This design comes from an exercise in tuning for small area and a short achievable clock period on the open sky130 flow, not from production work. No run shown here included a check of the RTL's function; only the layout flow was run. No activity file was given, so power comes from the tool's default toggle rates.

`config.mk`:
```
export PLATFORM = sky130hd
export DESIGN_NAME = ps2_key_event_queue
export DESIGN_NICKNAME = ps2_key_event_queue
export VERILOG_FILES = /design/flow/design.v
export SDC_FILE = /design/flow/constraint.sdc
export NUM_CORES = 4
export LEC_CHECK = 0
export CAP_MARGIN = 0
export CORE_MARGIN = 2
export CORE_UTILIZATION = 40
export CTS_BUF_LIST = sky130_fd_sc_hd__clkbuf_8
export CTS_CLUSTER_DIAMETER = 80
export CTS_CLUSTER_SIZE = 16
export SETUP_SLACK_MARGIN = 3.0
export SLEW_MARGIN = 0
export SYNTH_HIERARCHICAL = 1
export TNS_END_PERCENT = 10
```
`constraint.sdc`:
```
create_clock -name core_clock -period 6.5 [get_ports {clk}]
set_input_delay 1.3000 -clock core_clock [delete_from_list [all_inputs] [get_ports {clk}]]
set_output_delay 1.3000 -clock core_clock [all_outputs]
set_load 0.01 [all_outputs]
```
`design.v`:
```
module ps2_key_event_queue #(
  parameter int FIFO_DEPTH      = 8,
  parameter bit SUPPRESS_REPEAT = 1'b1,
  parameter bit IGNORE_CTRL     = 1'b1
) (
  input  logic                          clk,
  input  logic                          reset,
  input  logic [7:0]                    rx_data,
  input  logic                          rx_valid,
  input  logic                          rx_overflow,
  output logic [9:0]                    evt_data,
  output logic                          evt_valid,
  input  logic                          evt_ready,
  output logic [$clog2(FIFO_DEPTH):0]   evt_count,
  output logic                          drop_flag,
  input  logic                          drop_clr,
  output logic [8:0]                    keys_down,
  output logic [31:0]                   cur_key
);
  logic       r_ext, r_rel, r_pause;
  logic [2:0] r_skip;
  logic w_v, w_e0, w_f0, w_e1, w_ctrl, w_prefix, w_pause_end, w_key;
  logic w_emit, w_track, w_ev_ext, w_ev_rel;
  logic [7:0] w_code;
  assign w_v    = rx_valid && !rx_overflow;
  assign w_e0   = (rx_data == 8'hE0);
  assign w_f0   = (rx_data == 8'hF0);
  assign w_e1   = (rx_data == 8'hE1);
  assign w_ctrl = (rx_data == 8'h00) || (rx_data == 8'hAA) || (rx_data == 8'hEE) ||
                  (rx_data == 8'hFA) || (rx_data == 8'hFE) || (rx_data == 8'hFF);
  assign w_prefix    = !r_rel && !r_pause;            
  assign w_pause_end = r_pause && (r_skip <= 3'd1);
  assign w_key       = !w_e0 && !w_f0 && !w_e1 && (r_ext || !w_ctrl);
  assign w_track  = w_v && (r_rel || (w_prefix && w_key));
  assign w_emit   = w_track || (w_v && w_pause_end);
  assign w_ev_ext = r_ext || r_pause;
  assign w_ev_rel = r_rel;
  assign w_code   = r_pause ? 8'h77 : rx_data;
  always_ff @(posedge clk or posedge reset) begin
    if (reset) begin
      r_ext   <= 1'b0;
      r_rel   <= 1'b0;
      r_pause <= 1'b0;
      r_skip  <= 3'd0;
    end else if (rx_overflow) begin
      r_ext   <= 1'b0;
      r_rel   <= 1'b0;
      r_pause <= 1'b0;
      r_skip  <= 3'd0;
    end else if (rx_valid) begin
      if (r_pause) begin
        r_skip  <= w_pause_end ? 3'd0 : 3'(r_skip - 3'd1);
        r_pause <= !w_pause_end;
      end else if (r_rel) begin
        r_ext <= 1'b0;
        r_rel <= 1'b0;
      end else begin
        r_ext   <= w_e0 || (w_f0 && r_ext);
        r_rel   <= w_f0;
        r_pause <= w_e1;
        if (w_e1) r_skip <= 3'd7;
      end
    end
  end
  logic         r_phase;
  logic [15:0]  r_row_valid;
  logic [255:0] w_pair_rd_n;
  logic [15:0]  w_row_sel, w_row_rd, w_row_we, w_row_ev;
  logic [7:0]   w_hi_dec;
  logic [31:0]  w_col_sel;
  logic [31:0]  w_half_a, w_half_b, w_term_n;
  logic [7:0]   w_t4;
  logic [3:0]   w_t8_n;
  logic [31:0]  w_row_raw, w_row_wr;
  logic         w_sel_valid, w_pv, w_raw_bit;
  always_comb begin
    for (int i = 0; i < 8; i++)
      w_hi_dec[i] = (rx_data[7:5] == i[2:0]);
    for (int j = 0; j < 16; j++) begin
      w_row_sel[j] = (r_ext == j[3]) && w_hi_dec[j % 8];
      w_row_ev[j]  = (r_ext == j[3]) && r_row_valid[j];
    end
    for (int k = 0; k < 32; k++)
      w_col_sel[k] = (rx_data[4:0] == k[4:0]);
    w_sel_valid = |(w_row_sel & r_row_valid);
    w_row_raw   = w_half_a | w_half_b;
    w_row_wr = (w_row_raw | {32{r_phase && !w_sel_valid}}) & ~w_col_sel |
               (w_col_sel & {32{!w_ev_rel ^ r_phase}});
    w_row_we = w_row_sel & {16{w_track}};
  end
  for (genvar j = 0; j < 16; j++) begin : g_rd
    ps2kq_and4 u_rd (
      .a({rx_data[7:5] ~^ 3'(j % 8), w_row_ev[j]}), .y(w_row_rd[j])
    );
  end
  for (genvar p = 0; p < 8; p++) begin : g_pair
    ps2kq_rowpair u_pair (
      .clk(clk), .we(w_row_we[2*p +: 2]), .hold(~w_row_we[2*p +: 2]),
      .rd(w_row_rd[2*p +: 2]), .wr(w_row_wr), .rd_n(w_pair_rd_n[p*32 +: 32])
    );
  end
  for (genvar k = 0; k < 32; k++) begin : g_col
    ps2kq_nand4 u_ha (
      .a({w_pair_rd_n[0*32+k], w_pair_rd_n[1*32+k], w_pair_rd_n[2*32+k], w_pair_rd_n[3*32+k]}),
      .y(w_half_a[k])
    );
    ps2kq_nand4 u_hb (
      .a({w_pair_rd_n[4*32+k], w_pair_rd_n[5*32+k], w_pair_rd_n[6*32+k], w_pair_rd_n[7*32+k]}),
      .y(w_half_b[k])
    );
    ps2kq_aoi22 u_term (
      .a0(w_col_sel[k]), .b0(w_half_a[k]), .a1(w_col_sel[k]), .b1(w_half_b[k]),
      .y(w_term_n[k])
    );
  end
  for (genvar i = 0; i < 8; i++) begin : g_t4
    ps2kq_nand4 u_t4 (.a(w_term_n[4*i +: 4]), .y(w_t4[i]));
  end
  for (genvar i = 0; i < 4; i++) begin : g_t8
    ps2kq_nor2 u_t8 (.a(w_t4[2*i]), .b(w_t4[2*i+1]), .y(w_t8_n[i]));
  end
  logic [1:0] w_raw_bit_c, w_raw_bit_n;
  for (genvar i = 0; i < 2; i++) begin : g_t32
    ps2kq_nand4 u_t32   (.a(w_t8_n), .y(w_raw_bit_c[i]));
    ps2kq_and4  u_t32_n (.a(w_t8_n), .y(w_raw_bit_n[i]));
  end
  assign w_raw_bit = w_raw_bit_c[0];
  assign w_pv = r_phase && w_sel_valid;
  always_ff @(posedge clk or posedge reset) begin
    if (reset) begin
      r_row_valid <= '0;
      r_phase     <= 1'b0;
    end else begin
      r_row_valid <= r_row_valid | w_row_we;
      r_phase     <= !r_phase;
    end
  end
  logic w_acc_h, w_acc_f, w_set_f, w_clr_h;
  assign w_acc_h = w_emit && (r_pause || r_rel);    
  assign w_acc_f = w_emit;
  assign w_set_f = w_track && !w_ev_rel;
  assign w_clr_h = w_track && w_ev_rel;
  logic [8:0] r_keys_down, w_kd_inc, w_kd_dec, w_kd_h, w_kd_f;
  assign w_kd_inc = (r_keys_down == 9'h1FF) ? r_keys_down : r_keys_down + 9'd1;
  assign w_kd_dec = (r_keys_down == 9'd0)   ? r_keys_down : r_keys_down - 9'd1;
  assign w_kd_h   = w_clr_h ? w_kd_dec : r_keys_down;
  assign w_kd_f   = w_set_f ? w_kd_inc : r_keys_down;
  always_ff @(posedge clk or posedge reset) begin
    if (reset) r_keys_down <= 9'd0;
    else       r_keys_down <= w_kd_next;
  end
  logic [7:0] r_ck_code;
  logic       r_ck_ext, r_ck_rel;
  logic [9:0] w_ck, w_ck_new, w_ck_h, w_ck_f;
  assign w_ck     = {r_ck_rel, r_ck_ext, r_ck_code};
  assign w_ck_new = {w_ev_rel, w_ev_ext, w_code};
  assign w_ck_h   = w_acc_h ? w_ck_new : w_ck;
  assign w_ck_f   = w_acc_f ? w_ck_new : w_ck;
  always_ff @(posedge clk or posedge reset) begin
    if (reset) {r_ck_rel, r_ck_ext, r_ck_code} <= {1'b1, 1'b0, 8'h1B};
    else       {r_ck_rel, r_ck_ext, r_ck_code} <= w_ck_next;
  end
  logic [9:0] r_mem [8];
  logic [2:0] r_wr_ptr;
  logic [7:0] r_rdsel;           
  logic [3:0] r_count;
  logic       r_drop_flag;
  logic       w_pop, w_slot_free;
  logic [2:0] w_wp_h, w_wp_f;
  logic [3:0] w_cnt_w, w_cnt_n, w_cnt_h, w_cnt_f;
  logic       w_drop_h, w_drop_f, w_df_n;
  logic [7:0] w_rs_pop, w_wr_oh, w_rs_h, w_rs_f;
  logic       w_empty, w_last_pop, w_wr_h, w_wr_f;
  assign w_pop       = (r_count != 4'd0) && evt_ready;
  assign w_slot_free = !r_count[3] || w_pop;
  assign w_cnt_w = w_pop ? r_count : r_count + 4'd1;
  assign w_cnt_n = w_pop ? r_count - 4'd1 : r_count;
  assign w_cnt_h = (w_acc_h && w_slot_free) ? w_cnt_w : w_cnt_n;
  assign w_cnt_f = (w_acc_f && w_slot_free) ? w_cnt_w : w_cnt_n;
  assign w_wp_h  = (w_acc_h && w_slot_free) ? r_wr_ptr + 3'd1 : r_wr_ptr;
  assign w_wp_f  = (w_acc_f && w_slot_free) ? r_wr_ptr + 3'd1 : r_wr_ptr;
  assign w_df_n  = r_drop_flag && !drop_clr;
  assign w_drop_h = (w_acc_h && !w_slot_free) || w_df_n;
  assign w_drop_f = (w_acc_f && !w_slot_free) || w_df_n;
  assign w_empty    = (r_count == 4'd0);
  assign w_last_pop = (r_count == 4'd1) && w_pop;
  assign w_rs_pop   = w_pop ? {r_rdsel[6:0], r_rdsel[7]} : r_rdsel;
  assign w_wr_oh    = 8'd1 << r_wr_ptr;
  assign w_wr_h     = w_acc_h && w_slot_free;
  assign w_wr_f     = w_acc_f && w_slot_free;
  assign w_rs_h = w_empty ? (w_wr_h ? w_wr_oh : 8'd0) : ((w_last_pop && !w_wr_h) ? 8'd0 : w_rs_pop);
  assign w_rs_f = w_empty ? (w_wr_f ? w_wr_oh : 8'd0) : ((w_last_pop && !w_wr_f) ? 8'd0 : w_rs_pop);
  always_ff @(posedge clk or posedge reset) begin
    if (reset) begin
      r_wr_ptr    <= 3'd0;
      r_rdsel     <= 8'd0;
      r_count     <= 4'd0;
      r_drop_flag <= 1'b0;
    end else begin
      r_wr_ptr    <= w_wp_next;
      r_count     <= w_cnt_next;
      r_drop_flag <= w_drop_next;
      r_rdsel     <= w_rs_next;
    end
  end
  always_ff @(posedge clk) begin
    if (w_slot_free) r_mem[r_wr_ptr] <= w_ck_new;
  end
  logic [34:0] w_nx_h, w_nx_f, w_nx1, w_nx0, w_nx;
  logic [7:0]  w_rs_next;
  logic [8:0]  w_kd_next;
  logic [9:0]  w_ck_next;
  logic [2:0]  w_wp_next;
  logic [3:0]  w_cnt_next;
  logic        w_drop_next;
  assign w_nx_h = {w_rs_h, w_kd_h, w_ck_h, w_wp_h, w_cnt_h, w_drop_h};
  assign w_nx_f = {w_rs_f, w_kd_f, w_ck_f, w_wp_f, w_cnt_f, w_drop_f};
  assign w_nx1  = w_pv ? w_nx_f : w_nx_h;
  assign w_nx0  = w_pv ? w_nx_h : w_nx_f;
  for (genvar i = 0; i < 35; i++) begin : g_pick
    ps2kq_aoi22 u_pick (
      .a0(w_raw_bit_c[i % 2]), .b0(!w_nx1[i]), .a1(w_raw_bit_n[i % 2]), .b1(!w_nx0[i]),
      .y(w_nx[i])
    );
  end
  assign {w_rs_next, w_kd_next, w_ck_next, w_wp_next, w_cnt_next, w_drop_next} = w_nx;
  assign evt_valid = (r_count != 4'd0);
  always_comb begin
    evt_data = 10'd0;
    for (int i = 0; i < 8; i++)
      if (r_rdsel[i]) evt_data = evt_data | r_mem[i];
  end
  assign evt_count = r_count;
  assign drop_flag = r_drop_flag;
  assign keys_down = r_keys_down;
  assign cur_key   = {8'h00,
                      (r_ck_ext && r_ck_rel) ? 8'hE0 : 8'h00,
                      r_ck_rel ? 8'hF0 : (r_ck_ext ? 8'hE0 : 8'h00),
                      r_ck_code};
endmodule
module ps2kq_rowpair (
  input  logic        clk,
  input  logic [1:0]  we,
  input  logic [1:0]  hold,
  input  logic [1:0]  rd,
  input  logic [31:0] wr,
  output logic [31:0] rd_n
);
  logic [31:0] q0, q1;
  always_ff @(posedge clk) begin
    q0 <= ~((q0 | {32{we[0]}}) & ({32{hold[0]}} | wr));
    q1 <= ~((q1 | {32{we[1]}}) & ({32{hold[1]}} | wr));
  end
  assign rd_n = ~((q0 & {32{rd[0]}}) | (q1 & {32{rd[1]}}));
endmodule
module ps2kq_nand4 (input logic [3:0] a, output logic y);
  assign y = ~&a;
endmodule
module ps2kq_and4 (input logic [3:0] a, output logic y);
  assign y = &a;
endmodule
module ps2kq_nor2 (input logic a, input logic b, output logic y);
  assign y = ~(a | b);
endmodule
module ps2kq_aoi22 (input logic a0, input logic b0, input logic a1, input logic b1,
                    output logic y);
  assign y = ~((a0 & b0) | (a1 & b1));
endmodule
module ps2kq_mux2 (input logic s, input logic a1, input logic a0, output logic y);
  assign y = s ? a1 : a0;
endmodule
```
`run.sh`:
```
#!/bin/bash
# synth_recipe.tcl (not shown) runs the flow's synth.tcl, then flattens the netlist and writes it again
# the make line also repeats each setting of config.mk as NAME=value (left out here)
make -C /OpenROAD-flow-scripts/flow DESIGN_CONFIG=/design/flow/config.mk WORK_HOME=/design/flow/orfs CLKGATE_MAP_FILE= SYNTH_SCRIPT=/design/flow/synth_recipe.tcl finish
```
==> impl_results.md, run 1 <==
- IO buf count: 53
- Async SR Flop Fraction: 0.08923
- Worst skew pair latency: 730 ps
- Reg2reg end: g_pair[2].u_pair.q0[25]
- WP data arrival: 2280 ps
- Drt drc: 0
- Area growth, synth to finish: 12.98%
- Most used routing layer: met2
- CP max FO: 10
- Largest net degree at the start of global routing: 59
- Setup ws final: 2922 ps
- CP max stage delay: 480 ps
- Placement Setup Slack: 1112 ps
- Most frequent cells in the layout: o22ai_1 (512), dfxtp_1 (512), a22oi_1 (281)
- CTS H-tree lvls: 2
- Final #Nets: 2488
- Met3 usage: 0.05399
- Root buffer cell: clkbuf_8
- Final Hold Vio Count: 0
- Initial antenna violation count: 4
- CTS Buffer Depth: 3
- Post-route minimum period: 3578 ps
- Core region area: 64350 um^2
- Total grt overflow: 0
- Number of global-route vias before repair: 21330
- Clock Skew: 103.4 ps
- Filler cells: 5982
- First-pass GRT wire length: 134.0 mm
- Final max-slew violation count: 0
- #FFs+latches synth: 650
- HP Class: reg -> reg
- Area contributors post-synth: dfxtp_1 (39%), o22ai_1 (12%), edfxtp_1 (9.3%)
- Routed vias/inst: 6.835
- Die Wd: 258.8 um
- Total power: 10.99 mW
- Clock-pin slew on the worst setup and hold paths: 110 ps
- Worst Hold Path Cells: 1
- Top FF cell, synth: dfxtp_1
- CP Cell Sequence: inv_2, ha_2, and2_4, inv_4, clkdlybuf4s50_1
- Final setup viols: 0
- CP bufs+invs: 3
- R2R Setup Slk: 2990 ps
- DR vias: 22790
- Hold path startpoint: g_pair[3].u_pair.q0[30]
- Crit Reg-Reg Startpoint: r_ext
- DR pass1 iterations: 6
- CP Class: reg -> out
- Leak: 10.40 nW
- GR Util All Layers: 0.2603
- Unique masters post-synth: 76
- Critical Path RT: 5200 ps
- Hold Buf Count CTS: 0
- CP startpoint kind: flop
- I/O pin total: 71
- Die H: 258.8 um
- YS warnings: 8
- Final wirelength: 95.75 mm
- Num rows: 93
- Initial Util: 0.4035
- Largest area contributor in the netlist: dfxtp_1
- Final worst-path cycle share: 0.5504
- Mapped Avg Cell Area: 10.84 um^2
- Setup crit end kind: primary output
- Layout cells sized above 1: 0.1836
- Worst path top cell family by delay: buffers and inverters
- Die footprint: 66960 um^2
- Post-synth EDFFs: 80
- Num CTS Buffers: 48
- Sequential share of the synthesized area: 0.5435
- Netlist Area Pre-Place: 25960 um^2
- Hold Path Sink: g_pair[3].u_pair.q0[30]
- Wire per inst: 28.71 um
- Worst slew margin: 0.05965
- Peak VDD IR: 0.1620 mV
- Routing usage on met1: 0.3513
- Synthesized instance count: 2394
- GPL Wtd Cong: 0.8863
- Max_cap viols: 0
- M2 GR Usage: 0.4009
- Fmax: 279.5 MHz
- Slowest CP cell: clkdlybuf4s50_1
- Slew @ Worst Pin: 1408 ps
- PwrDens: 374.7 nW/um^2
- Clock sinks: 650
- Status: complete, no violations
- Worst reg2reg path depth: 9
- Routed Antenna Nets: 0
- 1st-iter DRT viols: 2943
- Setup TNS: 0 ps
- Post-synth top area share: 0.3948
- RSZ-0062 raised after global routing: yes
- CTS tree: yes
- Final HPWL DP: 51.17 mm
==> final cells by class <==
| class | instances | area, um^2 | share of cell area |
|---|---|---|---|
| repair buffers | 198 | 2100 | 0.07157 |
| multi-input cells | 1523 | 11010 | 0.3752 |
| well taps | 855 | 1070 | 0.03647 |
| clock inverters | 17 | 138.9 | 0.004735 |
| clock buffers | 50 | 688.2 | 0.02346 |
| inverters | 40 | 203.9 | 0.006953 |
| flip-flops and latches | 650 | 14120 | 0.4814 |
| diodes | 2 | 5.005 | 0.0001706 |
==> per-stage QoR <==
stage	area, um^2	utilization	cells	hold WS, ps
6_report	29330	0.4559	3335	452.5
5_1_grt	29330	0.4559	3335	459.9
4_1_cts	28550	0.4437	3288	452.0
3_5_place_dp	27040	0.4202	3186	437.6
3_3_place_gp	27040	0.4202	3186	430.5
2_1_floorplan	26130	-	2410	422.4
==> flip-flops by register name, indices dropped and copies added, names as in the netlist <==
signal            cells
r_keys_down           9
r_pause               1
r_ck_rel              1
r_count               4
g_pair.u_pair.q1    256
r_drop_flag           1
r_rdsel               8
r_ck_ext              1
r_ck_code             8
r_phase               1
r_ext                 1
r_skip                3
g_pair.u_pair.q0    256
r_row_valid          16
r_mem                80
r_rel                 1
r_wr_ptr              3
==> cells in the mapped netlist (all sizes together), types with 13 or more instances <==
cell    instances
or2            13
and2           13
ha             13
nor2b          15
nand2          43
dfxtp         512
inv            40
o21ai          27
a21oi          52
and4           18
mux2i          39
dfrtp          53
nand3          16
clkbuf         35
edfxtp         80
o22ai         512
buf           184
nor2           94
nand2b         18
nor4           24
nand4          87
nor3           29
a22oi         369
==> per-module statistics from Yosys (local to each module, per instance) <==
| module | cells inside | times used | flip-flops and latches |
|---|---|---|---|
| ps2_key_event_queue | 807 | 1 | 138 |
| ps2kq_nor2 | 1 | 4 | 0 |
| ps2kq_and4 | 1 | 18 | 0 |
| ps2kq_rowpair | 178 | 8 | 64 |
| ps2kq_nand4 | 1 | 74 | 0 |
| ps2kq_aoi22 | 1 | 67 | 0 |
==> what timing repair did <==
item                                    4_1_cts  5_1_grt
endpoints found under the setup margin      573      535
cloned                                       11       21
pin swaps                                    19       43
gates resized for setup                     103       93
buffers inserted                             24       24
==> power by group <==
group / total [mW] / internal, mW / switching [mW]
clock network: 2.12 / 0.761 / 1.36
registers: 5.77 / 5.06 / 0.710
logic: 3.10 / 1.40 / 1.70
==> kinds of logic (layout without fill, tap and decap cells) <==
family | count (synthesis) | in the layout | share of synthesized area
simple gates | 397 | 418 | 0.08598
mux | 52 | 52 | 0.02125
xor+xnor | 19 | 19 | 0.006410
buf+inv | 259 | 305 | 0.06304
compound gates | 1003 | 1004 | 0.2734
other cells | 1 | 19 | 0.0001444
fa+ha+maj | 13 | 13 | 0.006265
flops | 650 | 650 | 0.5435
==> per-layer routing <==
| metal | up-vias | part of all wire |
|---|---|---|
| li1 | 9630 | - |
| met1 | 11410 | 0.41 |
| met2 | 1478 | 0.44 |
| met3 | 274 | 0.10 |
| met4 | 4 | 0.046 |
| met5 | - | 0.00024 |
==> worst max path at each step <==
| stage | from | end | slack (ps) | cells past startpoint |
|---|---|---|---|---|
| after global routing | r_rdsel[1] | evt_data[9] | 2830 | 3 |
| after CTS | r_rdsel[4] | evt_data[9] | 2860 | 3 |
| final | r_count[1] | evt_valid | 2920 | 5 |
| after detailed placement | rx_data[4] | g_pair[4].u_pair.q1[31] | 1110 | 10 |
| after global placement | rx_data[4] | g_pair[4].u_pair.q1[31] | 1220 | 10 |
| after floorplan | rx_data[5] | r_ck_code[0] | 2740 | 11 |
==> run 2, diff against run 1 <==
--- a/design.v
+++ b/design.v
@@ -72,6 +72,7 @@
   logic [7:0]   w_t4;
   logic [3:0]   w_t8_n;
-  logic [31:0]  w_row_raw, w_row_wr;
-  logic         w_sel_valid, w_pv, w_raw_bit;
+  logic [31:0]  w_row_wr;
+  logic         w_sel_valid, w_pv, w_raw_bit, w_fill, w_wr_bit_n;
+  logic [31:0]  w_col_wr, w_keep_n;
   always_comb begin
     for (int i = 0; i < 8; i++)
@@ -84,8 +85,8 @@
       w_col_sel[k] = (rx_data[4:0] == k[4:0]);
     w_sel_valid = |(w_row_sel & r_row_valid);
-    w_row_raw   = w_half_a | w_half_b;
-    w_row_wr = (w_row_raw | {32{r_phase && !w_sel_valid}}) & ~w_col_sel |
-               (w_col_sel & {32{!w_ev_rel ^ r_phase}});
-    w_row_we = w_row_sel & {16{w_track}};
+    w_fill   = r_phase && !w_sel_valid;
+    w_wr_bit_n = !(!w_ev_rel ^ r_phase);
+    w_col_wr = w_col_sel & {32{w_track}};
+    w_row_we = w_row_sel;
   end
   for (genvar j = 0; j < 16; j++) begin : g_rd
@@ -109,4 +110,6 @@
       .y(w_half_b[k])
     );
+    ps2kq_nor3 u_keep (.a(w_half_a[k]), .b(w_half_b[k]), .c(w_fill), .y(w_keep_n[k]));
+    ps2kq_mux2i u_wr (.s(w_col_wr[k]), .a1(w_wr_bit_n), .a0(w_keep_n[k]), .y(w_row_wr[k]));
     ps2kq_aoi22 u_term (
       .a0(w_col_sel[k]), .b0(w_half_a[k]), .a1(w_col_sel[k]), .b1(w_half_b[k]),
@@ -164,4 +167,5 @@
   logic [2:0] r_wr_ptr;
   logic [7:0] r_rdsel;           
+  logic       r_valid;           
   logic [3:0] r_count;
   logic       r_drop_flag;
@@ -195,4 +199,5 @@
       r_wr_ptr    <= 3'd0;
       r_rdsel     <= 8'd0;
+      r_valid     <= 1'b0;
       r_count     <= 4'd0;
       r_drop_flag <= 1'b0;
@@ -202,4 +207,5 @@
       r_drop_flag <= w_drop_next;
       r_rdsel     <= w_rs_next;
+      r_valid     <= w_valid_next;
     end
   end
@@ -207,5 +213,6 @@
     if (w_slot_free) r_mem[r_wr_ptr] <= w_ck_new;
   end
-  logic [34:0] w_nx_h, w_nx_f, w_nx1, w_nx0, w_nx;
+  logic [35:0] w_nx_h, w_nx_f, w_nx1, w_nx0, w_nx;
+  logic        w_valid_next;
   logic [7:0]  w_rs_next;
   logic [8:0]  w_kd_next;
@@ -214,9 +221,9 @@
   logic [3:0]  w_cnt_next;
   logic        w_drop_next;
-  assign w_nx_h = {w_rs_h, w_kd_h, w_ck_h, w_wp_h, w_cnt_h, w_drop_h};
-  assign w_nx_f = {w_rs_f, w_kd_f, w_ck_f, w_wp_f, w_cnt_f, w_drop_f};
+  assign w_nx_h = {(w_cnt_h != 4'd0), w_rs_h, w_kd_h, w_ck_h, w_wp_h, w_cnt_h, w_drop_h};
+  assign w_nx_f = {(w_cnt_f != 4'd0), w_rs_f, w_kd_f, w_ck_f, w_wp_f, w_cnt_f, w_drop_f};
   assign w_nx1  = w_pv ? w_nx_f : w_nx_h;
   assign w_nx0  = w_pv ? w_nx_h : w_nx_f;
-  for (genvar i = 0; i < 35; i++) begin : g_pick
+  for (genvar i = 0; i < 36; i++) begin : g_pick
     ps2kq_aoi22 u_pick (
       .a0(w_raw_bit_c[i % 2]), .b0(!w_nx1[i]), .a1(w_raw_bit_n[i % 2]), .b1(!w_nx0[i]),
@@ -224,6 +231,6 @@
     );
   end
-  assign {w_rs_next, w_kd_next, w_ck_next, w_wp_next, w_cnt_next, w_drop_next} = w_nx;
-  assign evt_valid = (r_count != 4'd0);
+  assign {w_valid_next, w_rs_next, w_kd_next, w_ck_next, w_wp_next, w_cnt_next, w_drop_next} = w_nx;
+  assign evt_valid = r_valid;
   always_comb begin
     evt_data = 10'd0;
@@ -267,4 +274,10 @@
   assign y = ~((a0 & b0) | (a1 & b1));
 endmodule
+module ps2kq_nor3 (input logic a, input logic b, input logic c, output logic y);
+  assign y = ~(a | b | c);
+endmodule
+module ps2kq_mux2i (input logic s, input logic a1, input logic a0, output logic y);
+  assign y = ~(s ? a1 : a0);
+endmodule
 module ps2kq_mux2 (input logic s, input logic a1, input logic a0, output logic y);
   assign y = s ? a1 : a0;
==> flow/run.sh (new file) <==
#!/bin/bash
# Layout flow: the standard flow, with the port buffers made plain
# buffers (sky130_fd_sc_hd__buf_4) instead of the default delay-cell choice.
export BUFFER_PORTS_ARGS="-buffer_cell sky130_fd_sc_hd__buf_4"
bash standard.sh > standard.log 2>&1
==> standard.sh (new file) <==
#!/bin/bash
# synth_recipe.tcl (not shown) runs the flow's synth.tcl, then flattens the netlist and writes it again
# the make line also repeats each setting of config.mk as NAME=value (left out here)
make -C /OpenROAD-flow-scripts/flow DESIGN_CONFIG=/design/flow/config.mk WORK_HOME=/design/flow/orfs CLKGATE_MAP_FILE= SYNTH_SCRIPT=/design/flow/synth_recipe.tcl "${@:-finish}"
--- a/config.mk
+++ b/config.mk
@@ -6,5 +6,5 @@
 export NUM_CORES = 4
 export LEC_CHECK = 0
-export CAP_MARGIN = 0
+export CAP_MARGIN = 10
 export CORE_MARGIN = 2
 export CORE_UTILIZATION = 40
@@ -13,5 +13,5 @@
 export CTS_CLUSTER_SIZE = 16
 export SETUP_SLACK_MARGIN = 3.0
-export SLEW_MARGIN = 0
+export SLEW_MARGIN = 10
 export SYNTH_HIERARCHICAL = 1
 export TNS_END_PERCENT = 10
removed: run.sh
==> impl_results.md, run 2 <==
- Cell Area, Placed: 27190 um^2 (was 27040 um^2)
- I/O pin total: 71 (unchanged)
- M2 GR Usage: 0.4101 (was 0.4009)
- YS warnings: 8 (unchanged)
- CP Class: in -> reg (was reg -> out)
- Root buffer cell: clkbuf_8 (unchanged)
- Area of the multi-input gates: 11290 um^2 (was 11010 um^2)
- Leak: 10.44 nW (was 10.40 nW)
- Mapped Avg Cell Area: 10.83 um^2 (was 10.84 um^2)
- Final Cell Area: 29120 um^2 (was 29330 um^2)
- #FFs+latches synth: 651 (was 650)
- CTS Buffer Depth: 3 (unchanged)
- Setup crit end kind: flop (was primary output)
- Largest regs: g_pair.u_pair.q0 x256, g_pair.u_pair.q1 x256, r_mem x80 (unchanged)
- GR Util All Layers: 0.2568 (was 0.2603)
- Peak VDD IR: 0.2595 mV (was 0.1620 mV)
- Clock sinks: 651 (was 650)
- Internal: 7.439 mW (was 7.222 mW)
- Largest area contributor in the netlist: dfxtp_1 (unchanged)
- Netlist Area Pre-Place: 26470 um^2 (was 25960 um^2)
- IO buf count: 53 (unchanged)
- Post-route minimum period: 3547 ps (was 3578 ps)
- Die H: 261.3 um (was 258.8 um)
- Setup ws final: 2953 ps (was 2922 ps)
- Synthesized instance count: 2444 (was 2394)
- Switching pwr: 3.787 mW (was 3.769 mW)
- First-pass GRT wire length: 134.6 mm (was 134.0 mm)
- Worst reg2reg path depth: 11 (was 9)
- Commonest non-fill, non-tap cell in the layout: o22ai_1
- Placement Setup Slack: 1530 ps (was 1112 ps)
- Num CTS Buffers: 49 (was 48)
- Routed vias/inst: 6.665 (was 6.835)
- Number of global-route vias before repair: 21880 (was 21330)
- Total grt overflow: 0 (unchanged)
- Crit Reg-Reg Startpoint: r_ext (unchanged)
- Post-synth EDFFs: 80 (unchanged)
- Die footprint: 68260 um^2 (was 66960 um^2)
- Worst slew margin: 0.2391 (was 0.05965)
- DR pass1 iterations: 8 (was 6)
- Comb power frac: 0.278 (was 0.282)
- Final Core Density: 0.4437 (was 0.4559)
- GPL Wtd Cong: 0.8345 (was 0.8863)
- Die Wd: 261.3 um (was 258.8 um)
- Met3 usage: 0.05352 (was 0.05399)
- Final max-slew violation count: 0 (unchanged)
- Most frequent cells in the layout: o22ai_1 (513), dfxtp_1 (512), a22oi_1 (298) (was o22ai_1 (512), dfxtp_1 (512), a22oi_1 (281))
- R2R Setup Slk: 3070 ps (was 2990 ps)
- Status: complete, no violations (unchanged)
- Final setup viols: 0 (unchanged)
- Final HPWL DP: 50.09 mm (was 51.17 mm)
- Area growth, synth to finish: 10.00% (was 12.98%)
- Seq. cell area: 14140 um^2 (was 14120 um^2)
- Unique masters post-synth: 76 (unchanged)
- Sequential power share: 0.532 (was 0.525)
- Fmax: 282.0 MHz (was 279.5 MHz)
- Critical Path RT: 7060 ps (was 5200 ps)
- Reg2reg end: g_pair[3].u_pair.q1[1] (was g_pair[2].u_pair.q0[25])
- Post-route insts no fill: 3361 (was 3335)
- Layout cells sized above 1: 0.1787 (was 0.1836)
- Initial Util: 0.4034 (was 0.4035)
- Slowest CP cell: and4_4 (was clkdlybuf4s50_1)
- Placed cell count: 3230 (was 3186)
- Post-synth top area share: 0.3872 (was 0.3948)
- Total power: 11.23 mW (was 10.99 mW)
- Synth cell count leaders: o22ai_1 (513), dfxtp_1 (512), a22oi_1 (301) (was dfxtp_1 (512), o22ai_1 (512), a22oi_1 (302))
- Top FF cell, synth: dfxtp_1 (unchanged)
- Core region area: 65630 um^2 (was 64350 um^2)
- Hold Buf Count CTS: 0 (unchanged)
- PwrDens: 385.5 nW/um^2 (was 374.7 nW/um^2)
- Worst Hold Path Cells: 1 (unchanged)
- Setup TNS: 0 ps (unchanged)
- CTS H-tree lvls: 2 (unchanged)
- Clock-pin slew on the worst setup and hold paths: 100 ps (was 110 ps)
- Top-count cell post-synth: o22ai_1
- WP data arrival: 4100 ps (was 2280 ps)
- Hold path startpoint: g_pair[6].u_pair.q0[30] (was g_pair[3].u_pair.q0[30])
- Most used routing layer: met2 (unchanged)
- DR vias: 22400 (was 22790)
- Final worst-path cycle share: 0.5456 (was 0.5504)
- CTS tree: yes (unchanged)
- CP startpoint kind: primary input (was flop)
- CP max FO: 32 (was 10)
- Worst skew pair latency: 740 ps (was 730 ps)
- 1st-iter DRT viols: 2376 (was 2943)
- Async SR Flop Fraction: 0.09063 (was 0.08923)
- Max_cap viols: 0 (unchanged)
- Sequential share of the synthesized area: 0.5339 (was 0.5435)
- Num rows: 94 (was 93)
- Area contributors post-synth: dfxtp_1 (39%), o22ai_1 (12%), edfxtp_1 (9.1%) (was dfxtp_1 (39%), o22ai_1 (12%), edfxtp_1 (9.3%))
- Final wirelength: 90.85 mm (was 95.75 mm)
- Final Hold Vio Count: 0 (unchanged)
- Largest net degree at the start of global routing: 60 (was 59)
- Sw Share: 0.3373 (was 0.3429)
- Routing usage on met1: 0.3384 (was 0.3513)
- Initial antenna violation count: 2 (was 4)
- HP Class: reg -> reg (unchanged)
- Filler cells: 6152 (was 5982)
- Wire per inst: 27.03 um (was 28.71 um)
- CP max stage delay: 320 ps (was 480 ps)
- Hold Path Sink: g_pair[6].u_pair.q0[30] (was g_pair[3].u_pair.q0[30])
- Hold slack: 448.6 ps (was 452.5 ps)
- CP Cell Sequence: buf_6, clkinvlp_4, and4_1, buf_4, a22oi_1, nand4_1, a22oi_2, nand4_1, nor2_2, and4_4, buf_12, a22oi_2 (was inv_2, ha_2, and2_4, inv_4, clkdlybuf4s50_1)
- Slew @ Worst Pin: 1137 ps (was 1408 ps)
- Clock power share: 0.190 (was 0.193)
- RSZ-0062 raised after global routing: yes (unchanged)
- Clock Skew: 82.08 ps (was 103.4 ps)
- Drt drc: 0 (unchanged)
- Routed Antenna Nets: 0 (unchanged)
- Final #Nets: 2505 (was 2488)
run 2: changes by cell type in the layout (fill, tap and decap cells not counted), moves of 11 or more:
cell             delta
a21oi_2            -14
a22oi_1            +17
a22oi_2            -17
and4_1             +12
and4_4             -29
buf_4              +41
clkdlybuf4s50_1    -43
mux2i_1            +24
mux2i_4            +17
nor2_1             +41
nor3_1             -11
nor3_2             +30
nor4_1             -20
run 2: what timing repair did:
action | 4_1_cts | 5_1_grt
endpoints found under the setup margin | 546 | 478
cloned | 2 | 1
buffers inserted | 39 | 18
endpoints found under the hold margin | 0 | 0
pin swaps | 10 | 13
gates resized for setup | 63 | 23
run 2: worst max path at each step:
stage,from,to,slack [ps],depth (start not counted)
finish,rx_data[6],r_keys_down[5],2950,12
detailed placement,rx_data[4],g_pair[3].u_pair.q1[25],1530,11
global route,rx_data[6],g_pair[7].u_pair.q0[6],2940,12
global placement,rx_data[4],g_pair[0].u_pair.q1[21],1610,11
CTS,rx_data[4],g_pair[1].u_pair.q1[18],2910,12
floorplan,rx_data[5],r_ck_code[0],2650,11
run 2: critical path: cells and delay by family:
family                 cells  cell delay, ps
AOI/OAI and AO/OA          3             520
and+or+nand+nor            5            1330
buffers and inverters      4             890
run 2: logic make-up (layout without fill, tap and decap cells):
group                      count (synthesis)  after routing  synth area share
AOI/OAI and AO/OA                        977            977            0.2639
DFF                                      651            651            0.5339
and+or+nand+nor                          442            443           0.09419
buffers and inverters                    251            286           0.05988
muxes                                     90             90           0.03554
xor gates and xnor gates                  19             19          0.006286
adders and majority gates                 13             13          0.006144
other                                      1             18         0.0001416
run 2: power groups by stage:
stage | Combinational, mW | Clock, mW | Sequential (mW)
6_report | 3.13 | 2.13 | 5.97
5_1_grt | 3.36 | 2.32 | 6.10
4_1_cts | 3.03 | 2.17 | 5.95
3_5_place_dp | 2.83 | 0 | 6.04
3_3_place_gp | 2.72 | 0 | 5.98
2_1_floorplan | 2.16 | 0 | 5.76
run 2: per-layer routing:
| metal | vias to the layer above | share of wire | wire length, um |
|---|---|---|---|
| met5 | - | 0 | 0 |
| met1 | 11130 | 0.40 | 36460 |
| li1 | 9666 | - | - |
| met4 | 0 | 0.043 | 3903 |
| met2 | 1296 | 0.45 | 41140 |
| met3 | 307 | 0.10 | 9346 |
run 2: Yosys stat by module (local to each module, per instance):
module               cells inside  times used  area, um^2  flops+latches
ps2_key_event_queue           792           1        7901            139
ps2kq_and4                      1          18       8.758              0
ps2kq_aoi22                     1          68       12.51              0
ps2kq_mux2i                     1          32       10.01              0
ps2kq_nand4                     1          74       6.256              0
ps2kq_nor2                      1           4       3.754              0
ps2kq_nor3                      1          32       10.01              0
ps2kq_rowpair                 178           8        2056             64
run 2: final cells by class:
class                      count  area share
timing repair inverter         2   0.0005156
antenna                        1  0.00008593
clock buffer                  50     0.02363
timing repair buffer         178     0.05508
multi-input combinational   1559      0.3875
sequential                   651      0.4855
inverter                      37    0.005027
tap                          864     0.03712
clock inverter                19    0.005542
==> run 3, diff against run 2 <==
--- a/design.v
+++ b/design.v
@@ -72,7 +72,6 @@
   logic [7:0]   w_t4;
   logic [3:0]   w_t8_n;
-  logic [31:0]  w_row_wr;
-  logic         w_sel_valid, w_pv, w_raw_bit, w_fill, w_wr_bit_n;
-  logic [31:0]  w_col_wr, w_keep_n;
+  logic [31:0]  w_row_raw, w_row_wr;
+  logic         w_sel_valid, w_pv, w_raw_bit;
   always_comb begin
     for (int i = 0; i < 8; i++)
@@ -85,7 +84,7 @@
       w_col_sel[k] = (rx_data[4:0] == k[4:0]);
     w_sel_valid = |(w_row_sel & r_row_valid);
-    w_fill   = r_phase && !w_sel_valid;
-    w_wr_bit_n = !(!w_ev_rel ^ r_phase);
-    w_col_wr = w_col_sel & {32{w_track}};
+    w_row_raw   = w_half_a | w_half_b;
+    w_row_wr = w_row_raw | {32{r_phase && !w_sel_valid}};
+    if (w_track) w_row_wr = (w_row_wr & ~w_col_sel) | (w_col_sel & {32{!w_ev_rel ^ r_phase}});
     w_row_we = w_row_sel;
   end
@@ -110,6 +109,4 @@
       .y(w_half_b[k])
     );
-    ps2kq_nor3 u_keep (.a(w_half_a[k]), .b(w_half_b[k]), .c(w_fill), .y(w_keep_n[k]));
-    ps2kq_mux2i u_wr (.s(w_col_wr[k]), .a1(w_wr_bit_n), .a0(w_keep_n[k]), .y(w_row_wr[k]));
     ps2kq_aoi22 u_term (
       .a0(w_col_sel[k]), .b0(w_half_a[k]), .a1(w_col_sel[k]), .b1(w_half_b[k]),
@@ -123,10 +120,5 @@
     ps2kq_nor2 u_t8 (.a(w_t4[2*i]), .b(w_t4[2*i+1]), .y(w_t8_n[i]));
   end
-  logic [1:0] w_raw_bit_c, w_raw_bit_n;
-  for (genvar i = 0; i < 2; i++) begin : g_t32
-    ps2kq_nand4 u_t32   (.a(w_t8_n), .y(w_raw_bit_c[i]));
-    ps2kq_and4  u_t32_n (.a(w_t8_n), .y(w_raw_bit_n[i]));
-  end
-  assign w_raw_bit = w_raw_bit_c[0];
+  ps2kq_nand4 u_t32 (.a(w_t8_n), .y(w_raw_bit));
   assign w_pv = r_phase && w_sel_valid;
   always_ff @(posedge clk or posedge reset) begin
@@ -166,6 +158,6 @@
   logic [9:0] r_mem [8];
   logic [2:0] r_wr_ptr;
-  logic [7:0] r_rdsel;           
-  logic       r_valid;           
+  logic [7:0] r_rd_oh;                              
+  logic       r_valid;                              
   logic [3:0] r_count;
   logic       r_drop_flag;
@@ -174,7 +166,5 @@
   logic [3:0] w_cnt_w, w_cnt_n, w_cnt_h, w_cnt_f;
   logic       w_drop_h, w_drop_f, w_df_n;
-  logic [7:0] w_rs_pop, w_wr_oh, w_rs_h, w_rs_f;
-  logic       w_empty, w_last_pop, w_wr_h, w_wr_f;
-  assign w_pop       = (r_count != 4'd0) && evt_ready;
+  assign w_pop       = r_valid && evt_ready;
   assign w_slot_free = !r_count[3] || w_pop;
   assign w_cnt_w = w_pop ? r_count : r_count + 4'd1;
@@ -187,16 +177,8 @@
   assign w_drop_h = (w_acc_h && !w_slot_free) || w_df_n;
   assign w_drop_f = (w_acc_f && !w_slot_free) || w_df_n;
-  assign w_empty    = (r_count == 4'd0);
-  assign w_last_pop = (r_count == 4'd1) && w_pop;
-  assign w_rs_pop   = w_pop ? {r_rdsel[6:0], r_rdsel[7]} : r_rdsel;
-  assign w_wr_oh    = 8'd1 << r_wr_ptr;
-  assign w_wr_h     = w_acc_h && w_slot_free;
-  assign w_wr_f     = w_acc_f && w_slot_free;
-  assign w_rs_h = w_empty ? (w_wr_h ? w_wr_oh : 8'd0) : ((w_last_pop && !w_wr_h) ? 8'd0 : w_rs_pop);
-  assign w_rs_f = w_empty ? (w_wr_f ? w_wr_oh : 8'd0) : ((w_last_pop && !w_wr_f) ? 8'd0 : w_rs_pop);
   always_ff @(posedge clk or posedge reset) begin
     if (reset) begin
       r_wr_ptr    <= 3'd0;
-      r_rdsel     <= 8'd0;
+      r_rd_oh     <= 8'd1;
       r_valid     <= 1'b0;
       r_count     <= 4'd0;
@@ -206,5 +188,5 @@
       r_count     <= w_cnt_next;
       r_drop_flag <= w_drop_next;
-      r_rdsel     <= w_rs_next;
+      if (w_pop) r_rd_oh <= {r_rd_oh[6:0], r_rd_oh[7]};
       r_valid     <= w_valid_next;
     end
@@ -213,7 +195,6 @@
     if (w_slot_free) r_mem[r_wr_ptr] <= w_ck_new;
   end
-  logic [35:0] w_nx_h, w_nx_f, w_nx1, w_nx0, w_nx;
+  logic [27:0] w_nx_h, w_nx_f, w_nx1, w_nx0, w_nx;
   logic        w_valid_next;
-  logic [7:0]  w_rs_next;
   logic [8:0]  w_kd_next;
   logic [9:0]  w_ck_next;
@@ -221,21 +202,20 @@
   logic [3:0]  w_cnt_next;
   logic        w_drop_next;
-  assign w_nx_h = {(w_cnt_h != 4'd0), w_rs_h, w_kd_h, w_ck_h, w_wp_h, w_cnt_h, w_drop_h};
-  assign w_nx_f = {(w_cnt_f != 4'd0), w_rs_f, w_kd_f, w_ck_f, w_wp_f, w_cnt_f, w_drop_f};
+  assign w_nx_h = {(w_cnt_h != 4'd0), w_kd_h, w_ck_h, w_wp_h, w_cnt_h, w_drop_h};
+  assign w_nx_f = {(w_cnt_f != 4'd0), w_kd_f, w_ck_f, w_wp_f, w_cnt_f, w_drop_f};
   assign w_nx1  = w_pv ? w_nx_f : w_nx_h;
   assign w_nx0  = w_pv ? w_nx_h : w_nx_f;
-  for (genvar i = 0; i < 36; i++) begin : g_pick
-    ps2kq_aoi22 u_pick (
-      .a0(w_raw_bit_c[i % 2]), .b0(!w_nx1[i]), .a1(w_raw_bit_n[i % 2]), .b1(!w_nx0[i]),
-      .y(w_nx[i])
-    );
-  end
-  assign {w_valid_next, w_rs_next, w_kd_next, w_ck_next, w_wp_next, w_cnt_next, w_drop_next} = w_nx;
+  for (genvar i = 0; i < 28; i++) begin : g_pick
+    ps2kq_mux2 u_pick (.s(w_raw_bit), .a1(w_nx1[i]), .a0(w_nx0[i]), .y(w_nx[i]));
+  end
+  assign {w_valid_next, w_kd_next, w_ck_next, w_wp_next, w_cnt_next, w_drop_next} = w_nx;
   assign evt_valid = r_valid;
-  always_comb begin
-    evt_data = 10'd0;
-    for (int i = 0; i < 8; i++)
-      if (r_rdsel[i]) evt_data = evt_data | r_mem[i];
-  end
+  logic [9:0] w_head;
+  ps2kq_fifo_read u_head (
+    .sel(r_rd_oh),
+    .mem({r_mem[7], r_mem[6], r_mem[5], r_mem[4], r_mem[3], r_mem[2], r_mem[1], r_mem[0]}),
+    .y(w_head)
+  );
+  assign evt_data = w_head & {10{r_valid}};
   assign evt_count = r_count;
   assign drop_flag = r_drop_flag;
@@ -274,11 +254,16 @@
   assign y = ~((a0 & b0) | (a1 & b1));
 endmodule
-module ps2kq_nor3 (input logic a, input logic b, input logic c, output logic y);
-  assign y = ~(a | b | c);
-endmodule
-module ps2kq_mux2i (input logic s, input logic a1, input logic a0, output logic y);
-  assign y = ~(s ? a1 : a0);
-endmodule
 module ps2kq_mux2 (input logic s, input logic a1, input logic a0, output logic y);
   assign y = s ? a1 : a0;
 endmodule
+module ps2kq_fifo_read (
+  input  logic [7:0]  sel,
+  input  logic [79:0] mem,
+  output logic [9:0]  y
+);
+  always_comb begin
+    y = 10'd0;
+    for (int i = 0; i < 8; i++)
+      if (sel[i]) y = y | mem[i*10 +: 10];
+  end
+endmodule
--- a/config.mk
+++ b/config.mk
@@ -12,5 +12,5 @@
 export CTS_CLUSTER_DIAMETER = 80
 export CTS_CLUSTER_SIZE = 16
-export SETUP_SLACK_MARGIN = 3.0
+export SETUP_SLACK_MARGIN = 3.3
 export SLEW_MARGIN = 10
 export SYNTH_HIERARCHICAL = 1
==> impl_results.md, run 3 <==
- Initial antenna violation count: 1 (was 2)
- First-pass GRT wire length: 127.4 mm (was 134.6 mm)
- Critical Path RT: 7050 ps (was 7060 ps)
- CTS Buffer Depth: 3 (unchanged)
- Worst reg2reg path depth: 12 (was 11)
- Area contributors post-synth: dfxtp_1 (39%), o22ai_1 (12%), edfxtp_1 (9.2%) (was dfxtp_1 (39%), o22ai_1 (12%), edfxtp_1 (9.1%))
- Wire per inst: 27.89 um (was 27.03 um)
- CP bufs+invs: 6 (was 4)
- Status: complete, no violations (unchanged)
- Most frequent cells in the layout: dfxtp_1 (512), o22ai_1 (508), a22oi_1 (263) (was o22ai_1 (513), dfxtp_1 (512), a22oi_1 (298))
- Crit. path cell count: 14 (was 12)
- Largest area contributor in the netlist: dfxtp_1 (unchanged)
- CP Class: in -> reg (unchanged)
- Peak VDD IR: 0.1371 mV (was 0.2595 mV)
- YS warnings: 9 (was 8)
- CP max stage delay: 300 ps (was 320 ps)
- I/O pin total: 71 (unchanged)
- Layout cells sized above 1: 0.2096 (was 0.1787)
- Final setup viols: 0 (unchanged)
- Clock sinks: 651 (unchanged)
- Final #Nets: 2520 (was 2505)
- Mapped Avg Cell Area: 10.91 um^2 (was 10.83 um^2)
- GR Util All Layers: 0.2442 (was 0.2568)
- Num CTS Buffers: 49 (unchanged)
- Final Hold Vio Count: 0 (unchanged)
- Drt drc: 0 (unchanged)
- Die H: 259.1 um (was 261.3 um)
- Synth cell count leaders: dfxtp_1 (512), o22ai_1 (512), a22oi_1 (294) (was o22ai_1 (513), dfxtp_1 (512), a22oi_1 (301))
- Setup crit end kind: flop (unchanged)
- R2R Setup Slk: 3120 ps (was 3070 ps)
- Core region area: 64350 um^2 (was 65630 um^2)
- Post-route insts no fill: 3374 (was 3361)
- CTS tree: yes (unchanged)
- Critical Path Most Common Cell: nand4_1
- Area growth, synth to finish: 14.60% (was 10.00%)
- Unique masters post-synth: 66 (was 76)
- Number of global-route vias before repair: 20970 (was 21880)
- Largest net degree at the start of global routing: 60 (unchanged)
- DR vias: 22580 (was 22400)
- Max_cap viols: 0 (unchanged)
- Final wirelength: 94.10 mm (was 90.85 mm)
- CP startpoint kind: primary input (unchanged)
- Fmax: 286.5 MHz (was 282.0 MHz)
- Worst path top cell family by delay: buffers and inverters (was simple AND/OR/NAND/NOR gates)
- Initial Util: 0.4046 (was 0.4034)
- Post-synth top area share: 0.3937 (was 0.3872)
- Final HPWL DP: 48.45 mm (was 50.09 mm)
- Die Wd: 259.1 um (was 261.3 um)
- Worst slew margin: 0.2492 (was 0.2391)
- Clock-pin slew on the worst setup and hold paths: 100 ps (about the same)
- Worst skew pair latency: 690 ps (was 740 ps)
- DR pass1 iterations: 6 (was 8)
- Num rows: 93 (was 94)
- 1st-iter DRT viols: 2930 (was 2376)
- Sequential share of the synthesized area: 0.5429 (was 0.5339)
- Top FF cell, synth: dfxtp_1 (unchanged)
- HP Class: reg -> reg (unchanged)
- Largest regs: g_pair.u_pair.q0 x256, g_pair.u_pair.q1 x256, r_mem x80 (unchanged)
- Leak: 10.89 nW (was 10.44 nW)
- Slowest CP cell: mux2_4 (was and4_4)
- Post-route minimum period: 3490 ps (was 3547 ps)
- Hold Buf Count CTS: 0 (unchanged)
- Number of antenna diodes: 0 (was 1)
- GPL Wtd Cong: 1.135 (was 0.8345)
- Root buffer cell: clkbuf_8 (unchanged)
- Routed Antenna Nets: 0 (unchanged)
- Commonest non-fill, non-tap cell in the layout: dfxtp_1 (was o22ai_1)
- Netlist Area Pre-Place: 26040 um^2 (was 26470 um^2)
- Synthesized instance count: 2387 (was 2444)
- Clock Skew: 37.59 ps (was 82.08 ps)
- CP max FO: 16 (was 32)
- Placed cell count: 3172 (was 3230)
- PwrDens: 358.4 nW/um^2 (was 385.5 nW/um^2)
- Final worst-path cycle share: 0.5369 (was 0.5456)
- Setup TNS: 0 ps (unchanged)
- Final max-slew violation count: 0 (unchanged)
- CP Cell Sequence: buf_16, clkinvlp_4, buf_6, and4_4, clkbuf_16, a22oi_1, nand4_1, a22oi_2, nand4_1, nor2_2, nand4_1, buf_6, clkbuf_16, mux2_4 (was buf_6, clkinvlp_4, and4_1, buf_4, a22oi_1, nand4_1, a22oi_2, nand4_1, nor2_2, and4_4, buf_12, a22oi_2)
- IO buf count: 53 (unchanged)
- CTS H-tree lvls: 2 (unchanged)
- WP data arrival: 4040 ps (was 4100 ps)
- RSZ-0062 raised after global routing: yes (unchanged)
- Routed vias/inst: 6.694 (was 6.665)
- Worst Hold Path Cells: 1 (unchanged)
- #FFs+latches synth: 651 (unchanged)
- Total grt overflow: 0 (unchanged)
- Async SR Flop Fraction: 0.09063 (unchanged)
- Die footprint: 67150 um^2 (was 68260 um^2)
- Slew @ Worst Pin: 1122 ps (was 1137 ps)
- Post-synth EDFFs: 80 (unchanged)
-- run 3: changes by cell type in the layout (fill, tap and decap cells not counted), moves of 19 or more --
cell and change:
nor2_1 -42, and4_4 +25, a211oi_1 +26, buf_4 +40, nor3_2 -27, a22oi_1 -35
mux2_4 +28, mux2i_1 -35, inv_1 +19
-- run 3: logic make-up after synthesis --
kind of cell,synth area share
multiplexers,0.04176
AND/OR/NAND/NOR,0.08395
AO/OA/AOI/OAI,0.2580
other,0.0001440
XOR/XNOR,0.007064
adder cells (fa/ha/maj),0.003364
flip-flops,0.5429
buffers and inverters,0.06281
-- run 3: layout make-up --
| class | count | area, um^2 |
|---|---|---|
| clock buffer | 50 | 688.2 |
| clock inverter | 21 | 157.7 |
| fill | 5856 | 34510 |
| inverter | 38 | 153.9 |
| multi-input combinational | 1516 | 11180 |
| sequential | 651 | 14140 |
| tap | 855 | 1070 |
| timing repair buffer | 243 | 2459 |
-- run 3: per-layer routing --
| metal | part of all wire | track usage |
|---|---|---|
| met5 | 0.00014 | 0 |
| met4 | 0.046 | 0.09610 |
| met3 | 0.11 | 0.03974 |
| met2 | 0.45 | 0.3952 |
| met1 | 0.40 | 0.3269 |
-- run 3: where the power goes --
part | leakage, nW | internal, mW | total, mW | switching, mW
clock | 0.472 | 0.767 | 2.12 | 1.36
combinational | 4.61 | 1.35 | 2.75 | 1.40
sequential | 5.80 | 5.18 | 5.82 | 0.634
-- run 3: per-stage QoR --
stage	util	hold WS (ps)	total power, mW	worst slack (ps)	instance area (um^2)
floorplan	-	422.4	7.455	1739	26300
global placement	0.4169	430.6	8.085	1635	26830
detailed placement	0.4169	438.0	8.238	1603	26830
CTS	0.4427	452.3	10.46	3039	28480
global route	0.4637	461.7	11.15	2946	29840
finish	0.4637	450.6	10.69	3010	29840
-- run 3: what timing repair did --
| item | in CTS | in global routing |
|---|---|---|
| pin swaps | 9 | 46 |
| gates cloned | 5 | 30 |
| hold endpoints to repair | 0 | 0 |
| setup endpoints to repair | 550 | 570 |
| resized for setup | 79 | 118 |
| setup buffers | 39 | 56 |
-- run 3: Yosys stat by module, one instance, submodules excluded --
| module | area, um^2 | cells | flops+latches |
|---|---|---|---|
| ps2_key_event_queue | 7706 | 752 | 139 |
| ps2kq_rowpair | 2056 | 178 | 64 |
| ps2kq_fifo_read | 452.9 | 58 | 0 |
| ps2kq_mux2 | 15.01 | 1 | 0 |
| ps2kq_aoi22 | 12.51 | 1 | 0 |
| ps2kq_and4 | 8.758 | 1 | 0 |
| ps2kq_nand4 | 6.256 | 1 | 0 |
| ps2kq_nor2 | 3.754 | 1 | 0 |
-- run 3: worst paths after layout --
| kind | to | start |
|---|---|---|
| min in group asynchronous | r_keys_down[2] | reset |
| worst min-delay path | g_pair[6].u_pair.q0[30] | g_pair[6].u_pair.q0[30] |
| worst max register to register | r_valid | r_ext |
| worst max-delay path | r_keys_down[4] | rx_data[6] |
| worst min register to register | g_pair[6].u_pair.q0[30] | g_pair[6].u_pair.q0[30] |
| max in group asynchronous | r_ck_code[2] | reset |
==> run 4, diff against run 3 <==
--- a/config.mk
+++ b/config.mk
@@ -12,5 +12,5 @@
 export CTS_CLUSTER_DIAMETER = 80
 export CTS_CLUSTER_SIZE = 16
-export SETUP_SLACK_MARGIN = 3.3
+export SETUP_SLACK_MARGIN = 3.6
 export SLEW_MARGIN = 10
 export SYNTH_HIERARCHICAL = 1
==> impl_results.md, run 4 <==
- Area growth, synth to finish: 13.17% (was 14.60%)
- Unique masters post-synth: 66 (unchanged)
- Final HPWL DP: 48.22 mm (was 48.45 mm)
- Peak VDD IR: 0.1560 mV (was 0.1371 mV)
- Worst skew pair latency: 700 ps (was 690 ps)
- Critical Path RT: 7070 ps (was 7050 ps)
- Post-synth EDFFs: 80 (unchanged)
- Top FF cell, synth: dfxtp_1 (unchanged)
- Reg2reg end: r_keys_down[1] (was r_valid)
- CP startpoint kind: primary input (unchanged)
- CTS Buffer Depth: 3 (unchanged)
- Num CTS Buffers: 48 (was 49)
- Area contributors post-synth: dfxtp_1 (39%), o22ai_1 (12%), edfxtp_1 (9.2%) (unchanged)
- YS warnings: 9 (unchanged)
- CTS tree: yes (unchanged)
- GPL Wtd Cong: 0.9248 (was 1.135)
- Leak: 10.64 nW (was 10.89 nW)
- Synth cell count leaders: dfxtp_1 (512), o22ai_1 (512), a22oi_1 (294) (unchanged)
- Die H: 259.1 um (unchanged)
- Slew @ Worst Pin: 1219 ps (was 1122 ps)
- Total grt overflow: 0 (unchanged)
- Commonest non-fill, non-tap cell in the layout: dfxtp_1 (unchanged)
- PwrDens: 362.2 nW/um^2 (was 358.4 nW/um^2)
- Worst slew margin: 0.1841 (was 0.2492)
- Layout cells sized above 1: 0.1957 (was 0.2096)
- Synthesized instance count: 2387 (unchanged)
- CP Cell Sequence: buf_16, clkinvlp_4, buf_6, buf_4, and4_4, a22oi_1, nand4_1, a22oi_2, nand4_1, nor2_1, nand4_1, buf_4, clkbuf_16, mux2_4 (was buf_16, clkinvlp_4, buf_6, and4_4, clkbuf_16, a22oi_1, nand4_1, a22oi_2, nand4_1, nor2_2, nand4_1, buf_6, clkbuf_16, mux2_4)
- Number of global-route vias before repair: 21230 (was 20970)
- Routed vias/inst: 6.627 (was 6.694)
- CP max FO: 14 (was 16)
- Total power: 10.67 mW (was 10.69 mW)
- Hold Path Sink: g_pair[6].u_pair.q0[30] (unchanged)
- I/O pin total: 71 (unchanged)
- CTS H-tree lvls: 2 (unchanged)
- IO buf count: 53 (unchanged)
- Drt drc: 0 (unchanged)
- Async SR Flop Fraction: 0.09063 (unchanged)
- Setup crit end kind: flop (unchanged)
- WP data arrival: 4150 ps (was 4040 ps)
- Initial antenna violation count: 3 (was 1)
- Crit Reg-Reg Startpoint: r_ext (unchanged)
- Post-route minimum period: 3577 ps (was 3490 ps)
- Final worst-path cycle share: 0.5503 (was 0.5369)
- Final setup viols: 0 (unchanged)
- Status: complete, no violations (unchanged)
- Wire per inst: 27.13 um (was 27.89 um)
- 1st-iter DRT viols: 2782 (was 2930)
- Most frequent cells in the layout: dfxtp_1 (512), o22ai_1 (494), a22oi_1 (276) (was dfxtp_1 (512), o22ai_1 (508), a22oi_1 (263))
- Final #Nets: 2482 (was 2520)
- HP Class: reg -> reg (unchanged)
- CP max stage delay: 320 ps (was 300 ps)
- DR pass1 iterations: 6 (unchanged)
- Slowest CP cell: mux2_4 (unchanged)
- First-pass GRT wire length: 133.5 mm (was 127.4 mm)
- Num rows: 93 (unchanged)
- RSZ-0062 raised after global routing: yes (unchanged)
- Post-synth top area share: 0.3937 (unchanged)
- #FFs+latches synth: 651 (unchanged)
- Hold path startpoint: g_pair[6].u_pair.q0[30] (unchanged)
- Final wirelength: 90.48 mm (was 94.10 mm)
- Clock Skew: 56.16 ps (was 37.59 ps)
- GR Util All Layers: 0.2573 (was 0.2442)
- Hold Buf Count CTS: 0 (unchanged)
- Clock-pin slew on the worst setup and hold paths: 100 ps (about the same)
- Routed Antenna Nets: 0 (unchanged)
- Final max-slew violation count: 0 (unchanged)
- Clock sinks: 651 (unchanged)
- CP Class: in -> reg (unchanged)
- Worst Hold Path Cells: 1 (unchanged)
- R2R Setup Slk: 2980 ps (was 3120 ps)
- Root buffer cell: clkbuf_8 (unchanged)
- Largest regs: g_pair.u_pair.q0 x256, g_pair.u_pair.q1 x256, r_mem x80 (unchanged)
- Largest net degree at the start of global routing: 60 (unchanged)
- Critical Path Most Common Cell: nand4_1 (unchanged)
- Die Wd: 259.1 um (unchanged)
- Core region area: 64350 um^2 (unchanged)
- Setup TNS: 0 ps (unchanged)
- Netlist Area Pre-Place: 26040 um^2 (unchanged)
- Final Hold Vio Count: 0 (unchanged)
- Largest area contributor in the netlist: dfxtp_1 (unchanged)
- Fmax: 279.6 MHz (was 286.5 MHz)
- Mapped Avg Cell Area: 10.91 um^2 (unchanged)
- Sequential share of the synthesized area: 0.5429 (unchanged)
- Max_cap viols: 0 (unchanged)
- Worst reg2reg path depth: 11 (was 12)
- DR vias: 22100 (was 22580)
- Initial Util: 0.4046 (unchanged)
- Die footprint: 67150 um^2 (unchanged)
[run 4: cell counts after synthesis]
Identical to the previous run, type by type.
[run 4: final cells by class]
class                   instances  area [um^2]
well taps                     855         1070
flip-flops and latches        651        14140
fillers                      5893        34880
repair inverters                1        7.507
clock inverters                18        171.4
inverters                      38        153.9
repair buffers                213         2127
clock buffers                  49        674.4
diodes                          2        5.005
multi-input cells            1508        11110
[run 4: metal layers]
layer,part of all wire,track usage,up-vias
li1,-,-,9574
met1,0.40,0.3421,11050
met2,0.46,0.4094,1220
met3,0.098,0.04989,257
met4,0.043,0.1095,0
met5,0,0,-
[run 4: kinds of logic (layout without fill, tap and decap cells)]
logic type | count (synthesis) | in the layout | share of synthesized area
XOR/XNOR | 21 | 21 | 0.007064
multiplexers | 89 | 89 | 0.04176
AND/OR/NAND/NOR | 400 | 411 | 0.08395
AO/OA/AOI/OAI | 963 | 963 | 0.2580
buffers and inverters | 255 | 319 | 0.06281
adder cells (fa/ha/maj) | 7 | 7 | 0.003364
flip-flops | 651 | 651 | 0.5429
other | 1 | 19 | 0.0001440
[run 4: worst max path at each step]
stage	start	endpoint	slack [ps]
2_1_floorplan	rx_data[7]	r_ck_code[2]	1740
5_1_grt	rx_data[6]	r_valid	2910
3_3_place_gp	rx_data[4]	g_pair[5].u_pair.q1[4]	1660
4_1_cts	rx_data[6]	r_valid	3120
3_5_place_dp	rx_data[3]	g_pair[5].u_pair.q1[4]	1500
6_report	rx_data[6]	r_valid	2920
[run 4: worst max-delay path: cells and delay by family]
| kind | cells | cell delay (ps) |
|---|---|---|
| buffers and inverters | 6 | 1060 |
| AND/OR/NAND/NOR | 5 | 960 |
| AO/OA/AOI/OAI | 2 | 490 |
| multiplexers | 1 | 320 |
[run 4: metrics by stage]
step                area (um^2)  hold WS (ps)  utilization  cells  worst slack [ps]
global placement          26810         430.3       0.4166   3173              1659
global route              29460         459.6       0.4579   3334              2914
floorplan                 26300         422.4            -   2403              1739
finish                    29470         450.6       0.4579   3335              2923
detailed placement        26810         437.9       0.4166   3173              1505
CTS                       29030         452.4       0.4511   3307              3122
[run 4: power breakdown]
part / switching (mW) / internal, mW / total, mW / leakage [nW]
Sequential: 0.626 / 5.18 / 5.81 / 5.80
Combinational: 1.39 / 1.33 / 2.71 / 4.38
Clock: 1.33 / 0.819 / 2.15 / 0.463
[run 4: per-module statistics from Yosys, one instance, submodules excluded]
| module | cells | area (um^2) |
|---|---|---|
| ps2kq_and4 | 1 | 8.758 |
| ps2kq_fifo_read | 58 | 452.9 |
| ps2kq_nand4 | 1 | 6.256 |
| ps2kq_aoi22 | 1 | 12.51 |
| ps2kq_rowpair | 178 | 2056 |
| ps2_key_event_queue | 752 | 7706 |
| ps2kq_nor2 | 1 | 3.754 |
| ps2kq_mux2 | 1 | 15.01 |
[run 4: repair_timing]
action	4_1_cts	5_1_grt
setup endpoints to repair	614	619
resized for setup	131	42
cloned	15	6
buffers inserted	52	20
pin swaps	26	24

## what the ideal ports hide
How much do the figures lean on ideal ports? The routed layouts below were timed once more, with nothing changed but the port constraints.
Step 1 (the two cells are an assumption about what drives the block):
set clk [get_ports {clk}]
set_driving_cell -lib_cell sky130_fd_sc_hd__clkbuf_16 $clk
set_driving_cell -lib_cell sky130_fd_sc_hd__buf_2 [delete_from_list [all_inputs] $clk]
Step 2 times the ports against the registers' clock, not the clock port: input delays grow and output delays shrink by t, the midpoint of the rising clock arrivals with the driver on.
a / b / c = ideal ports / drivers / drivers and shift; a / b = the first two.
| run | shift t [ns] | slack for setup (ns) | hold slack, ns | worst register clock-pin slew, ns |
|---|---|---|---|---|
| run 1 | 0.743 | 2.922 / 2.863 / 2.235 | 0.452 / 0.452 / 0.452 | 0.12 / 0.12 |
| run 2 | 0.745 | 2.953 / 2.918 / 2.173 | 0.449 / 0.449 / 0.449 | 0.12 / 0.12 |
| run 3 | 0.733 | 3.010 / 2.891 / 2.158 | 0.451 / 0.451 / 0.451 | 0.11 / 0.11 |
| run 4 | 0.732 | 2.923 / 2.796 / 2.064 | 0.451 / 0.451 / 0.451 | 0.11 / 0.11 |
After both steps setup and hold are still met in every run listed. The setup slack of run 4, which loses most, moves by -0.127 ns with the drivers and by -0.859 ns with both steps.
